Context: an optimization exercise on an open-source flow, tuned for a short achievable clock period and few clock cycles per item. The choices shown serve that exercise and are no tape-out recipe.
Function was checked by simulation only, so behaviour that the tests miss may differ from the original.
Power is estimated from default activity; no workload was simulated.

## design/flow/constraint.sdc

```tcl
create_clock -name core_clock -period 5.0 [get_ports {clock}]
set_input_delay 1.0000 -clock core_clock [delete_from_list [all_inputs] [get_ports {clock}]]
set_output_delay 1.0000 -clock core_clock [all_outputs]
set_load 0.01 [all_outputs]
```

## design/flow/run.sh

```bash
#!/bin/bash
# synth_recipe.tcl (not shown) runs the flow's synth.tcl, then flattens the netlist and writes it again
# the make line also repeats each setting of config.mk as NAME=value (left out here)
make -C /OpenROAD-flow-scripts/flow DESIGN_CONFIG=/design/flow/config.mk WORK_HOME=/design/flow/orfs CLKGATE_MAP_FILE= SYNTH_SCRIPT=/design/flow/synth_recipe.tcl finish
```

## design/flow/design.v

```verilog
`timescale 1ns/1ps
package hash_pkg;
  localparam logic [1:0] OP_NOP    = 2'd0;
  localparam logic [1:0] OP_SEARCH = 2'd1;
  localparam logic [1:0] OP_INSERT = 2'd2;
  localparam logic [1:0] OP_DELETE = 2'd3;
  localparam logic [2:0] RES_MISS     = 3'd0;   
  localparam logic [2:0] RES_FOUND    = 3'd1;
  localparam logic [2:0] RES_INSERTED = 3'd2;   
  localparam logic [2:0] RES_UPDATED  = 3'd3;   
  localparam logic [2:0] RES_FULL     = 3'd4;
  localparam logic [2:0] RES_DELETED  = 3'd5;
  localparam int KEY_WIDTH       = 16;
  localparam int VAL_WIDTH       = 16;
  localparam int NUM_SLOTS       = 4;
  localparam int SLOT_WIDTH      = KEY_WIDTH + VAL_WIDTH;   
  localparam int LINE_WIDTH      = NUM_SLOTS * SLOT_WIDTH;   
  localparam int SLOT_SEL_WIDTH  = $clog2(NUM_SLOTS);
  localparam int MAX_INDEX_WIDTH = 8;
  localparam int CTX_INDEX_LSB = 0;
  localparam int CTX_DATA_LSB  = MAX_INDEX_WIDTH;
  localparam int CTX_KEY_LSB   = CTX_DATA_LSB + VAL_WIDTH;
  localparam int CTX_OP_LSB    = CTX_KEY_LSB + KEY_WIDTH;
  localparam int CTX_WIDTH     = CTX_OP_LSB + 2;
  localparam int RESULT_WIDTH = 3 + VAL_WIDTH;
endpackage
`timescale 1ns/1ps
module process_engine #(
  parameter int INDEX_WIDTH  = 4,
  parameter int READ_LATENCY = 2
) (
  input  logic                           clock,
  input  logic                           reset,
  input  logic                           input_valid,
  input  logic [1:0]                     opcode,
  input  logic [hash_pkg::KEY_WIDTH-1:0] key,
  input  logic [hash_pkg::VAL_WIDTH-1:0] wr_data,
  output logic                           stall,
  output logic                           output_valid,
  output logic [hash_pkg::VAL_WIDTH-1:0] val_out,
  output logic [2:0]                     rescode
);
  localparam int NB = 16;                   
  localparam int NS = hash_pkg::NUM_SLOTS;  
  localparam int NE = NB * NS;              
  localparam int KW = hash_pkg::KEY_WIDTH;
  localparam int VW = hash_pkg::VAL_WIDTH;
  localparam int NP = 8;                    
  logic [NE-1:0]    t_valid;
  logic [NE*KW-1:0] t_key;
  logic [NE*VW-1:0] t_val;
  assign stall = 1'b0;
  logic          a_v, h_v, b_v, c_v, d_v;
  logic [1:0]    a_op, h_op, b_op;
  logic [KW-1:0] a_key, h_key, b_key, c_key, d_key;
  logic [VW-1:0] a_data, h_data, b_data, c_data;
  logic [NB-1:0] a_boh, h_boh, b_boh, c_boh, d_boh;   
  logic          a_kz, h_kz, b_kz;                    
  logic [NE-1:0] h_match;                
  logic [NS-1:0] h_free, b_free;         
  logic [NS-1:0] b_hit;                  
  logic          b_sk1, b_sb1;           
  logic          b_sk2, b_sb2;           
  logic          b_sk3, b_sb3;           
  logic [2:0]    c_code, d_code;
  logic          c_prs, d_prs, e_prs;    
  logic [NS-1:0] c_slot, d_slot, e_slot;   
  logic [NS-1:0] c_free, d_free, e_free;   
  logic [NS-1:0] c_wr;                   
  logic [NS-1:0] c_del;                  
  logic [NS-1:0] c_rd;                   
  logic [VW-1:0] d_part [NP];            
  always_ff @(posedge clock) begin
    a_v    <= !reset && input_valid && (opcode != hash_pkg::OP_NOP);
    a_op   <= opcode;
    a_key  <= key;
    a_data <= wr_data;
    a_boh  <= NB'(1) << (key[3:0] ^ key[7:4] ^ key[11:8] ^ key[15:12]);
    a_kz   <= (key == '0);
  end
  logic [NE-1:0] a_match;
  logic [NS-1:0] a_free;
  always_comb begin
    for (int e = 0; e < NE; e++) begin
      a_match[e] = t_valid[e] && (t_key[e*KW +: KW] == a_key);
    end
    for (int s = 0; s < NS; s++) begin
      a_free[s] = 1'b1;
      for (int b = 0; b < NB; b++) begin
        a_free[s] = a_free[s] & !(a_boh[b] && t_valid[b*NS+s]);
      end
    end
  end
  always_ff @(posedge clock) begin
    h_v     <= !reset && a_v;
    h_op    <= a_op;
    h_key   <= a_key;
    h_data  <= a_data;
    h_boh   <= a_boh;
    h_kz    <= a_kz;
    h_match <= a_match;
    h_free  <= a_free;
  end
  logic [NS-1:0] h_hit;
  always_comb begin
    for (int s = 0; s < NS; s++) begin
      h_hit[s] = 1'b0;
      for (int b = 0; b < NB; b++) begin
        h_hit[s] = h_hit[s] | h_match[b*NS+s];
      end
    end
  end
  always_ff @(posedge clock) begin
    b_v    <= !reset && h_v;
    b_op   <= h_op;
    b_key  <= h_key;
    b_data <= h_data;
    b_boh  <= h_boh;
    b_kz   <= h_kz;
    b_hit  <= h_hit;
    b_free <= h_free;
    b_sk1  <= b_v && (b_key == h_key);
    b_sb1  <= b_v && (b_boh == h_boh);
    b_sk2  <= c_v && (c_key == h_key);
    b_sb2  <= c_v && (c_boh == h_boh);
    b_sk3  <= d_v && (d_key == h_key);
    b_sb3  <= d_v && (d_boh == h_boh);
  end
  logic [NS-1:0] hit, free, flo, wr_slot, del_slot;
  logic          any_hit, any_free, is_s, is_i, is_d, ins_new, upd, del;
  logic [2:0]    code;
  always_comb begin
    if (b_sk1)      hit = c_prs ? c_slot : '0;
    else if (b_sk2) hit = d_prs ? d_slot : '0;
    else if (b_sk3) hit = e_prs ? e_slot : '0;
    else            hit = b_hit;
    if (b_sb1)      free = c_free;
    else if (b_sb2) free = d_free;
    else if (b_sb3) free = e_free;
    else            free = b_free;
    any_hit  = |hit;
    any_free = |free;
    flo[0]   = free[0];
    flo[1]   = free[1] && !free[0];
    flo[2]   = free[2] && !free[1] && !free[0];
    flo[3]   = free[3] && !free[2] && !free[1] && !free[0];
    is_s     = (b_op == hash_pkg::OP_SEARCH);
    is_i     = (b_op == hash_pkg::OP_INSERT);
    is_d     = (b_op == hash_pkg::OP_DELETE);
    upd      = b_v && is_i && any_hit;
    ins_new  = b_v && is_i && !any_hit && any_free && !b_kz;
    del      = b_v && is_d && any_hit;
    wr_slot  = (upd ? hit : '0) | (ins_new ? flo : '0);
    del_slot = del ? hit : '0;
    if (is_s)      code = any_hit ? hash_pkg::RES_FOUND : hash_pkg::RES_MISS;
    else if (is_i) code = any_hit ? hash_pkg::RES_UPDATED :
                          (any_free ? hash_pkg::RES_INSERTED : hash_pkg::RES_FULL);
    else if (is_d) code = any_hit ? hash_pkg::RES_DELETED : hash_pkg::RES_MISS;
    else           code = hash_pkg::RES_MISS;
  end
  always_ff @(posedge clock) begin
    c_v    <= !reset && b_v;
    c_key  <= b_key;
    c_data <= b_data;
    c_boh  <= b_boh;
    c_code <= code;
    c_prs  <= is_s ? any_hit : (is_i ? (any_hit || (any_free && !b_kz)) : 1'b0);
    c_slot <= any_hit ? hit : flo;
    c_free <= (free & ~(ins_new ? flo : '0)) | del_slot;
    c_wr   <= wr_slot;
    c_del  <= del_slot;
    c_rd   <= is_s ? hit : '0;
  end
  for (genvar e = 0; e < NE; e++) begin : g_entry
    always_ff @(posedge clock) begin
      if (reset) begin
        t_valid[e] <= 1'b0;
      end else if (c_v && c_boh[e/NS] && c_wr[e%NS]) begin
        t_valid[e] <= 1'b1;
      end else if (c_v && c_boh[e/NS] && c_del[e%NS]) begin
        t_valid[e] <= 1'b0;
      end
    end
    always_ff @(posedge clock) begin
      if (c_v && c_boh[e/NS] && c_wr[e%NS]) begin
        t_key[e*KW +: KW] <= c_key;
        t_val[e*VW +: VW] <= c_data;
      end
    end
  end
  logic [VW-1:0] rd_part [NP];
  always_comb begin
    for (int g = 0; g < NP; g++) begin
      rd_part[g] = '0;
      for (int e = g*NE/NP; e < (g+1)*NE/NP; e++) begin
        if (c_boh[e/NS] && c_rd[e%NS]) rd_part[g] = rd_part[g] | t_val[e*VW +: VW];
      end
    end
  end
  always_ff @(posedge clock) begin
    d_v    <= !reset && c_v;
    d_key  <= c_key;
    d_boh  <= c_boh;
    d_code <= c_code;
    d_prs  <= c_prs;
    d_slot <= c_slot;
    d_free <= c_free;
    for (int g = 0; g < NP; g++) d_part[g] <= rd_part[g];
  end
  always_ff @(posedge clock) begin
    output_valid <= !reset && d_v;
    rescode      <= d_code;
    val_out      <= d_part[0] | d_part[1] | d_part[2] | d_part[3] |
                    d_part[4] | d_part[5] | d_part[6] | d_part[7];
    e_prs        <= d_prs;
    e_slot       <= d_slot;
    e_free       <= d_free;
  end
endmodule
```

## design/flow/config.mk

```make
export PLATFORM = sky130hd
export DESIGN_NAME = process_engine
export DESIGN_NICKNAME = process_engine
export VERILOG_FILES = /design/flow/design.v
export SDC_FILE = /design/flow/constraint.sdc
export NUM_CORES = 4
export LEC_CHECK = 0
export ABC_CLOCK_PERIOD_IN_PS = 1700
export CAP_MARGIN = 20
export CORE_MARGIN = 2
export CORE_UTILIZATION = 55
export CTS_CLUSTER_DIAMETER = 90
export CTS_CLUSTER_SIZE = 22
export SETUP_SLACK_MARGIN = 3.3
export SLEW_MARGIN = 20
```

==> metrics.md, run 1 <==
| Metric | Value |
|---|---|
| DR WL/cell | 37.3 um |
| Cell Pwr Density | 346 mW/mm2 |
| Max-slew violations | 0 |
| Max incr delay on CP | 0.34 ns |
| CTS root buffer | clkbuf_16 |
| Max transition margin | 0.221 |
| Min-Delay Path Depth | 0 |
| Element type at the critical path end | primary output |
| Reg-to-Reg End | c_wr[3] |
| DRT Pass-1 Iters | 7 |
| Status | no timing/DRC/antenna violations |
| Initial antenna violation count | 18 |
| Slew @ Worst Pin | 1.17 ns |
| Die H | 418 um |
| Critical path data required time | 4.00 ns |
| Met1 GRT Util | 0.508 |
| CTS Hold Bufs | 0 |
| Layout cells sized above 1 | 0.182 |
| Hold EP | c_data[4] |
| Reg2Reg Setup Slack | 2.85 ns |
| Asr flop ratio synth | 0 |
| Arrival @ worst endpoint | 1.26 ns |
| Vias in the first global route | 50985 |
| Pleak | 35.1 nW |
| TritonCTS clock tree | built |
| Final Critical Period | 2.26 ns |
| Worst min-delay path class | flip-flop to flip-flop |
| Worst-skew pair later-pin latency | 0.82 ns |
| Top Ports | 58 |
| Sequential cell area | 0.0733 mm2 |
| Startpoint types | flip-flop |
| Area of the multi-input gates | 0.0223 mm2 |
| CTS Sinks | 2625 |
| Total Nets Final | 6239 |
| #FFs+latches synth | 2625 |
| Met3 GRT Util | 0.0601 |
| Grt total ovfl | 0 |
| Synthesized instance count | 5699 |
| Die X | 418 um |
| Max Freq | 442 MHz |
| Total GRT Usage | 0.354 |
| Placer Congestion | 0.849 |
| Core ar. | 0.171 mm2 |
| Full die area | 0.175 mm2 |
| Max clock buf depth | 3 |
| ANT nets after route | 0 |
| Crit path buffers/inverters | 1 |
| Area Overhead vs Synth | 17.1% |
| Vias | 55641 |
| EDFF count, synth | 2048 |
| Final clock skew | 0.0271 ns |
| Yosys warnings | 3 |
| Starting Density | 0.552 |
| Worst r2r src | b_hit[1] |
| Largest delay share family, worst path | flip-flops |
| Clock transition at the registers of the reported paths | 0.09 ns |
| Count of different cell masters after synthesis | 45 |
| Port bufs | 56 |
| Fin Setup TNS | 0 ns |
| PnR worst setup slack | 2.74 ns |
| Max-cap violations | 0 |
| Initial drt markers | 9211 |
| CTS buffer count | 137 |
| RSZ-0062 raised after global routing | yes |
| Register-to-Register Path Depth | 6 |
| CP max-delay cell | dfxtp_2 |
| Post-synth top flop | edfxtp_1 |
| Largest net degree at the start of global routing | 71 |
| Peak supply drop | 374 uV |
| Sequential fraction of the synthesis area | 0.774 |
| CP startpoint | output_valid |
| Hold Crit Start | b_data[4] |
| Worst Path Class, Setup | flip-flop to primary output |
| Placed insts | 7780 |
| H-tree Lvls | 4 |
| Cells along the critical path | buf_6 |
| GR Util met2 | 0.549 |
| First-pass GRT wire length | 422000 um |
| Vias/cell | 6.51 |
| Post-Syn Area per Cell | 16.6 um2 |
| Fin crit share | 0.452 |
| DRC | 0 |
| Wirelength, routed | 319000 um |
| Fillers | 11876 |
| Rows | 152 |
| Final hold violation count | 0 |
| Final setup violating endpoints | 0 |
| Cell Count, Final, Fillers Out | 8545 |
| CP Max Fanout | 1 |
| Syn nets | 5736 |
| GR peak layer | met2 |
| Mapped cell area | 0.0944 mm2 |
| Hpwl dp | 149000 um |
| Post-Place Worst Slack | 2.38 ns |
## cell usage in the layout (no fill, tap or decap), types with 12 or more instances in the layout
| cell | Yosys | routed |
|---|---|---|
| and2_4 | 0 | 18 |
| nor4_1 | 193 | 106 |
| and3_4 | 0 | 127 |
| xnor2_1 | 848 | 833 |
| buf_4 | 2 | 255 |
| and2_2 | 0 | 51 |
| nand2_1 | 164 | 161 |
| dfxtp_2 | 0 | 48 |
| nand4_1 | 345 | 345 |
| xor2_2 | 0 | 12 |
| edfxtp_1 | 2048 | 2048 |
| buf_6 | 1 | 59 |
| nor2_1 | 97 | 94 |
| xor2_1 | 288 | 275 |
| buf_12 | 0 | 171 |
| buf_8 | 0 | 13 |
| clkbuf_1 | 206 | 89 |
| a22oi_1 | 534 | 534 |
| dfxtp_4 | 0 | 47 |
| dfxtp_1 | 577 | 482 |
| xnor2_2 | 0 | 14 |
| nand3_1 | 18 | 18 |
| nor4_2 | 0 | 79 |
| a21oi_1 | 75 | 71 |
| clkbuf_16 | 0 | 156 |
| buf_16 | 0 | 37 |
| clkdlybuf4s50_1 | 0 | 35 |
## through the flow
stage | util | hold WS [ns] | cell area [um2] | power [mW]
after global routing | 0.646 | 0.327 | 111000 | 39.1
final | 0.646 | 0.323 | 111000 | 38.3
after floorplan | - | 0.310 | 94600 | 25.0
after detailed placement | 0.571 | 0.312 | 97700 | 25.7
after CTS | 0.629 | 0.329 | 108000 | 38.0
after global placement | 0.571 | 0.310 | 97700 | 25.7
## cell families (layout without fill, tap and decap cells)
kind of cell | count (synthesis) | after routing | synth area share
AOI/OAI and AO/OA | 647 | 647 | 0.0492
xor gates and xnor gates | 1136 | 1136 | 0.105
buffers and inverters | 299 | 844 | 0.0127
DFF | 2625 | 2625 | 0.774
muxes | 6 | 6 | 0.000663
other | 1 | 6 | 0.0000397
and+or+nand+nor | 985 | 1048 | 0.0584
## power by group
group	total (mW)	leakage, nW	internal (mW)	switching, mW
logic	2.00	10.0	0.785	1.21
registers	23.9	23.1	23.6	0.353
clock network	12.4	1.93	5.48	6.87
## layout make-up
| cell class | instances | area share |
|---|---|---|
| well taps | 2233 | 0.0253 |
| inverters | 5 | 0.000170 |
| clock inverters | 11 | 0.00115 |
| clock buffers | 233 | 0.0355 |
| flip-flops and latches | 2625 | 0.663 |
| repair buffers | 595 | 0.0734 |
| diodes | 5 | 0.000113 |
| multi-input cells | 2838 | 0.202 |
## worst max-delay path by stage
stage	to	slack [ns]	cells past startpoint
after floorplan	c_wr[3]	3.18	7
after global routing	output_valid	2.69	1
after CTS	val_out[2]	2.70	1
final	output_valid	2.74	1
after detailed placement	h_match[20]	2.38	5
after global placement	c_wr[1]	2.34	5
## synthesized netlist by cell type, types with 32 or more instances
master    instances  area share
edfxtp_1       2048        0.65
xnor2_1         848       0.079
dfxtp_1         577        0.12
a22oi_1         534       0.042
nand4_1         345       0.023
xor2_1          288       0.027
clkbuf_1        206      0.0082
nor4_1          193       0.013
nand2_1         164      0.0065
nor2_1           97      0.0039
and2_1           80      0.0053
a21oi_1          75      0.0040
and3_1           64      0.0042
buf_2            53      0.0028
buf_1            32      0.0013
## sequential cells by signal, summed over array words and instances, names as in the netlist, 64 cells and up
signal   count
d_part     128
h_match     64
t_key     1024
t_val     1024
t_valid     64
## per-layer routing
metal / wire length, um / vias up
met2: 145000 / 3570
met4: 14100 / 6
met3: 35900 / 571
li1: - / 22623
met1: 124000 / 28871
met5: 34 / -
## what timing repair did
action / in CTS / in global routing
gates cloned: 78 / 14
resized for setup: 479 / 193
endpoints found under the setup margin: 2956 / 1101
setup buffers: 256 / 168
pin swaps: 104 / 149
Testbench counts, summed over its fixed seeds: cycles 16,048, items 16,000.
==> inputs of run 2 (changes only) <==
--- a/design/flow/design.v
+++ b/design/flow/design.v
@@ -51,10 +51,10 @@
   logic [NE*VW-1:0] t_val;
   assign stall = 1'b0;
-  logic          a_v, h_v, b_v, c_v, d_v;
-  logic [1:0]    a_op, h_op, b_op;
-  logic [KW-1:0] a_key, h_key, b_key, c_key, d_key;
-  logic [VW-1:0] a_data, h_data, b_data, c_data;
-  logic [NB-1:0] a_boh, h_boh, b_boh, c_boh, d_boh;   
-  logic          a_kz, h_kz, b_kz;                    
+  logic          h_v, b_v, c_v, d_v;
+  logic [1:0]    h_op, b_op;
+  logic [KW-1:0] h_key, b_key, c_key, d_key;
+  logic [VW-1:0] h_data, b_data, c_data;
+  logic [NB-1:0] h_boh, b_boh, c_boh, d_boh;   
+  logic          h_kz, b_kz;                    
   logic [NE-1:0] h_match;                
   logic [NS-1:0] h_free, b_free;         
@@ -71,34 +71,28 @@
   logic [NS-1:0] c_rd;                   
   logic [VW-1:0] d_part [NP];            
-  always_ff @(posedge clock) begin
-    a_v    <= !reset && input_valid && (opcode != hash_pkg::OP_NOP);
-    a_op   <= opcode;
-    a_key  <= key;
-    a_data <= wr_data;
-    a_boh  <= NB'(1) << (key[3:0] ^ key[7:4] ^ key[11:8] ^ key[15:12]);
-    a_kz   <= (key == '0);
-  end
-  logic [NE-1:0] a_match;
-  logic [NS-1:0] a_free;
-  always_comb begin
+  logic [NE-1:0] in_match;
+  logic [NB-1:0] in_boh;
+  logic [NS-1:0] in_free;
+  always_comb begin
+    in_boh = NB'(1) << (key[3:0] ^ key[7:4] ^ key[11:8] ^ key[15:12]);
     for (int e = 0; e < NE; e++) begin
-      a_match[e] = t_valid[e] && (t_key[e*KW +: KW] == a_key);
+      in_match[e] = t_valid[e] && (t_key[e*KW +: KW] == key);
     end
     for (int s = 0; s < NS; s++) begin
-      a_free[s] = 1'b1;
+      in_free[s] = 1'b1;
       for (int b = 0; b < NB; b++) begin
-        a_free[s] = a_free[s] & !(a_boh[b] && t_valid[b*NS+s]);
-      end
-    end
-  end
-  always_ff @(posedge clock) begin
-    h_v     <= !reset && a_v;
-    h_op    <= a_op;
-    h_key   <= a_key;
-    h_data  <= a_data;
-    h_boh   <= a_boh;
-    h_kz    <= a_kz;
-    h_match <= a_match;
-    h_free  <= a_free;
+        in_free[s] = in_free[s] & !(in_boh[b] && t_valid[b*NS+s]);
+      end
+    end
+  end
+  always_ff @(posedge clock) begin
+    h_v     <= !reset && input_valid && (opcode != hash_pkg::OP_NOP);
+    h_op    <= opcode;
+    h_key   <= key;
+    h_data  <= wr_data;
+    h_boh   <= in_boh;
+    h_kz    <= (key == '0);
+    h_match <= in_match;
+    h_free  <= in_free;
   end
   logic [NS-1:0] h_hit;
==> design/flow/config.mk (replaced) <==
export PLATFORM = sky130hd
export DESIGN_NAME = process_engine
export DESIGN_NICKNAME = process_engine
export VERILOG_FILES = /design/flow/design.v
export SDC_FILE = /design/flow/constraint.sdc
export NUM_CORES = 4
export LEC_CHECK = 0
export ABC_CLOCK_PERIOD_IN_PS = 2000
export CAP_MARGIN = 20
export CORE_MARGIN = 2
export CORE_UTILIZATION = 55
export CTS_CLUSTER_DIAMETER = 100
export CTS_CLUSTER_SIZE = 20
export SETUP_SLACK_MARGIN = 3.0
export SLEW_MARGIN = 20
==> metrics.md, run 2 <==
| Metric | Value |
|---|---|
| Peak supply drop | 393 uV (was 374 uV) |
| Largest net degree at the start of global routing | 67 (was 71) |
| Psw | 8.26 mW (was 8.44 mW) |
| Worst Path Class, Setup | flip-flop to primary output (unchanged) |
| Rows | 151 (was 152) |
| Simple-Gate Fraction of Synth Area | 0.0597 (was 0.0584) |
| Die H | 417 um (was 418 um) |
| Hpwl dp | 142000 um (was 149000 um) |
| TritonCTS clock tree | built (unchanged) |
| Asr flop ratio synth | 0 (unchanged) |
| Area Overhead vs Synth | 9.75% (was 17.1%) |
| H-tree Lvls | 4 (unchanged) |
| Max clock buf depth | 3 (unchanged) |
| DRC | 0 (unchanged) |
| Vias in the first global route | 47669 (was 50985) |
| Pleak | 31.7 nW (was 35.1 nW) |
| Area of the multi-input gates | 0.0214 mm2 (was 0.0223 mm2) |
| Max Freq | 434 MHz (was 442 MHz) |
| Worst min-delay path class | flip-flop to flip-flop (unchanged) |
| Status | no timing/DRC/antenna violations (unchanged) |
| Post-Place Worst Slack | 1.51 ns (was 2.38 ns) |
| Port bufs | 56 (unchanged) |
| Layout cells sized above 1 | 0.101 (was 0.182) |
| CTS buffer count | 146 (was 137) |
| Fillers | 12516 (was 11876) |
| Synth top cells by count | 2048 x edfxtp_1, 833 x xnor2_1, 525 x dfxtp_1 (was 2048 x edfxtp_1, 848 x xnor2_1, 577 x dfxtp_1) |
| Fin Setup TNS | 0 ns (unchanged) |
| Vias/cell | 6.27 (was 6.51) |
| Syn nets | 5738 (was 5736) |
| CTS root buffer | clkbuf_16 (unchanged) |
| Final setup violating endpoints | 0 (unchanged) |
| Synthesized instance count | 5701 (was 5699) |
| CTS Hold Bufs | 0 (unchanged) |
| Element type at the critical path end | primary output (unchanged) |
| Final hold violation count | 0 (unchanged) |
| Sequential fraction of the synthesis area | 0.768 (was 0.774) |
| Worst-skew pair later-pin latency | 0.83 ns (was 0.82 ns) |
| Critical path data required time | 4.00 ns (about the same) |
| Combinational share of power | 0.047 (was 0.052) |
| CP max-delay cell | dfxtp_4 (was dfxtp_2) |
| Core ar. | 0.169 mm2 (was 0.171 mm2) |
| Mapped cell area | 0.0937 mm2 (was 0.0944 mm2) |
| ANT nets after route | 0 (unchanged) |
| Clock network fraction of total power | 0.332 (was 0.323) |
| Largest delay share family, worst path | flip-flops (unchanged) |
| Fin crit share | 0.461 (was 0.452) |
| Synth Area in Compound Gates | 0.0496 (was 0.0492) |
| Mux share of post-synthesis cell area | 0.00190 (was 0.000663) |
| Post-Syn Area per Cell | 16.4 um2 (was 16.6 um2) |
| Reg2Reg Setup Slack | 3.01 ns (was 2.85 ns) |
| Max transition margin | 0.159 (was 0.221) |
| Largest family of logic cells by synthesized area | XOR/XNOR gates (unchanged) |
| Wirelength, routed | 268000 um (was 319000 um) |
| Pwr Total | 37.7 mW (was 38.3 mW) |
| Crit path buffers/inverters | 1 (unchanged) |
| Placer Congestion | 0.842 (was 0.849) |
| Yosys warnings | 3 (unchanged) |
| Switch share | 0.219 (was 0.220) |
| Cells along the critical path | buf_6 (unchanged) |
| Post-synth top flop | edfxtp_1 (unchanged) |
| RSZ-0062 raised after global routing | yes (unchanged) |
| Initial drt markers | 6461 (was 9211) |
| Max-slew violations | 0 (unchanged) |
| Startpoint types | flip-flop (unchanged) |
| Most numerous cell in the Yosys netlist | edfxtp_1 (unchanged) |
| EDFF count, synth | 2048 (unchanged) |
| Biggest regs | t_key (1024), t_val (1024), d_part (128) (unchanged) |
| Grt total ovfl | 0 (unchanged) |
| Arrival @ worst endpoint | 1.30 ns (was 1.26 ns) |
| Cell taking the most area after synthesis | edfxtp_1 (unchanged) |
| Sequential cell area | 0.0721 mm2 (was 0.0733 mm2) |
| Flop pwr share | 0.621 (was 0.625) |
| PnR worst setup slack | 2.70 ns (was 2.74 ns) |
| Count of different cell masters after synthesis | 54 (was 45) |
| Clock transition at the registers of the reported paths | 0.09 ns (about the same) |
| #FFs+latches synth | 2573 (was 2625) |
| Cells taking the most area after synthesis | edfxtp_1 66%, dfxtp_1 11%, xnor2_1 7.8% (was edfxtp_1 65%, dfxtp_1 12%, xnor2_1 7.9%) |
| DRT Pass-1 Iters | 6 (was 7) |
| Highest-count cells in the layout ignoring fill and taps | 2048 x edfxtp_1, 812 x xnor2_1, 516 x a22oi_1 (was 2048 x edfxtp_1, 833 x xnor2_1, 534 x a22oi_1) |
| Pint | 29.5 mW (was 29.9 mW) |
| First-pass GRT wire length | 366000 um (was 422000 um) |
| Die X | 417 um (was 418 um) |
| Top Ports | 58 (unchanged) |
| DR WL/cell | 33.3 um (was 37.3 um) |
| Starting Density | 0.554 (was 0.552) |
| Final Critical Period | 2.30 ns (was 2.26 ns) |
| Full die area | 0.174 mm2 (was 0.175 mm2) |
| Final clock skew | 0.0306 ns (was 0.0271 ns) |
| Cell Pwr Density | 367 mW/mm2 (was 346 mW/mm2) |
| Total Nets Final | 5766 (was 6239) |
| Post-synth top area share | 0.656 (was 0.651) |
| Max incr delay on CP | 0.36 ns (was 0.34 ns) |
| CP Max Fanout | 1 (unchanged) |
| Max-cap violations | 0 (unchanged) |
| Initial antenna violation count | 8 (was 18) |
| Post-Synth XOR/XNOR Area | 0.107 (was 0.105) |
| Vias | 50648 (was 55641) |
| Synth Area in Adders | 0 (unchanged) |
| Slew @ Worst Pin | 1.25 ns (was 1.17 ns) |
| CTS Sinks | 2573 (was 2625) |
| Total GRT Usage | 0.299 (was 0.354) |
| Most common cell after layout, fill and taps aside | edfxtp_1 (unchanged) |
==> run 2: cell count changes after synthesis, sizes merged, moves of 12 or more <==
| cell | delta |
|---|---|
| xnor2 | -12 |
| xor2 | +12 |
| a22oi | -18 |
| clkbuf | +35 |
| dfxtp | -52 |
| nand2 | +24 |
==> run 2: stage by stage <==
step	hold slack, ns	instance area [um2]	util	instances
after floorplan	0.310	95200	-	5701
after global placement	0.310	96900	0.572	7728
after detailed placement	0.312	96900	0.572	7728
after CTS	0.327	102000	0.602	8028
after global routing	0.330	103000	0.608	8069
final	0.318	103000	0.608	8072
==> run 2: cell families (layout without fill, tap and decap cells) <==
family | count (synthesis) | count (layout)
flip-flops | 2573 | 2573
XOR/XNOR | 1136 | 1138
AND/OR/NAND/NOR | 1009 | 1011
AO/OA/AOI/OAI | 645 | 645
buffers and inverters | 320 | 466
multiplexers | 17 | 17
other | 1 | 4
==> run 2: power groups by stage <==
stage | Combinational [mW] | Clock [mW] | Sequential, mW
2_1_floorplan | 0.976 | 0 | 23.9
3_3_place_gp | 1.48 | 0 | 23.9
3_5_place_dp | 1.49 | 0 | 23.9
4_1_cts | 1.59 | 12.7 | 23.4
5_1_grt | 1.85 | 13.4 | 23.4
6_report | 1.77 | 12.5 | 23.4
==> run 2: what timing repair did <==
item / CTS / global route
setup buffers: 29 / 32
pin swaps: 15 / 22
setup endpoints to repair: 2319 / 2141
resized for setup: 249 / 92
cloned: 1 / 9
==> run 2: worst paths after layout <==
kind,from,end,cells past startpoint
hold reg to reg,b_data[6],c_data[6],0
hold / removal,b_data[6],c_data[6],0
setup / recovery,val_out[7],val_out[7],1
setup reg to reg,c_boh[0],t_key[40],1
==> run 2: cell type report <==
| class | count | area share |
|---|---|---|
| repair buffers | 194 | 0.0217 |
| diodes | 3 | 0.0000730 |
| well taps | 2218 | 0.0270 |
| flip-flops and latches | 2573 | 0.701 |
| clock inverters | 12 | 0.00150 |
| clock buffers | 258 | 0.0400 |
| inverters | 2 | 0.0000730 |
| multi-input cells | 2812 | 0.208 |
==> run 2: per-layer routing <==
layer,vias up,GRT usage,share of wire
met1,26569,0.448,0.43
met3,305,0.0391,0.077
met4,2,0.0752,0.024
met5,-,0,0.000048
met2,2212,0.467,0.47
li1,21560,-,-
Testbench counts of run 2, summed over its fixed seeds: cycles 16,040, items 16,000.

==> re-timing with driven ports <==
Ports are ideal in the flow. The routed layouts listed here were re-timed in OpenROAD.
Step 1: set_driving_cell puts a clkbuf_16 on clock and a buf_2 on each other input, an assumption about the parent block.
Step 2 times the ports against the registers' clock, not the clock port: input delays grow and output delays shrink by t, the midpoint of the rising clock arrivals with the driver on.
Slacks: ideal / step 1 / step 2; pairs: ideal / step 1.
run	shift t [ns]	slack for setup (ns)	slew at the worst register clock pin (ns)
run 1	0.897	2.738 / 2.644 / 2.484	0.10 / 0.10
run 2	0.913	2.696 / 2.605 / 1.942	0.09 / 0.09
After both steps every run listed still meets setup and hold. For run 2, which loses most, drivers alone change the setup slack by -0.091 ns; drivers and shift together by -0.754 ns.
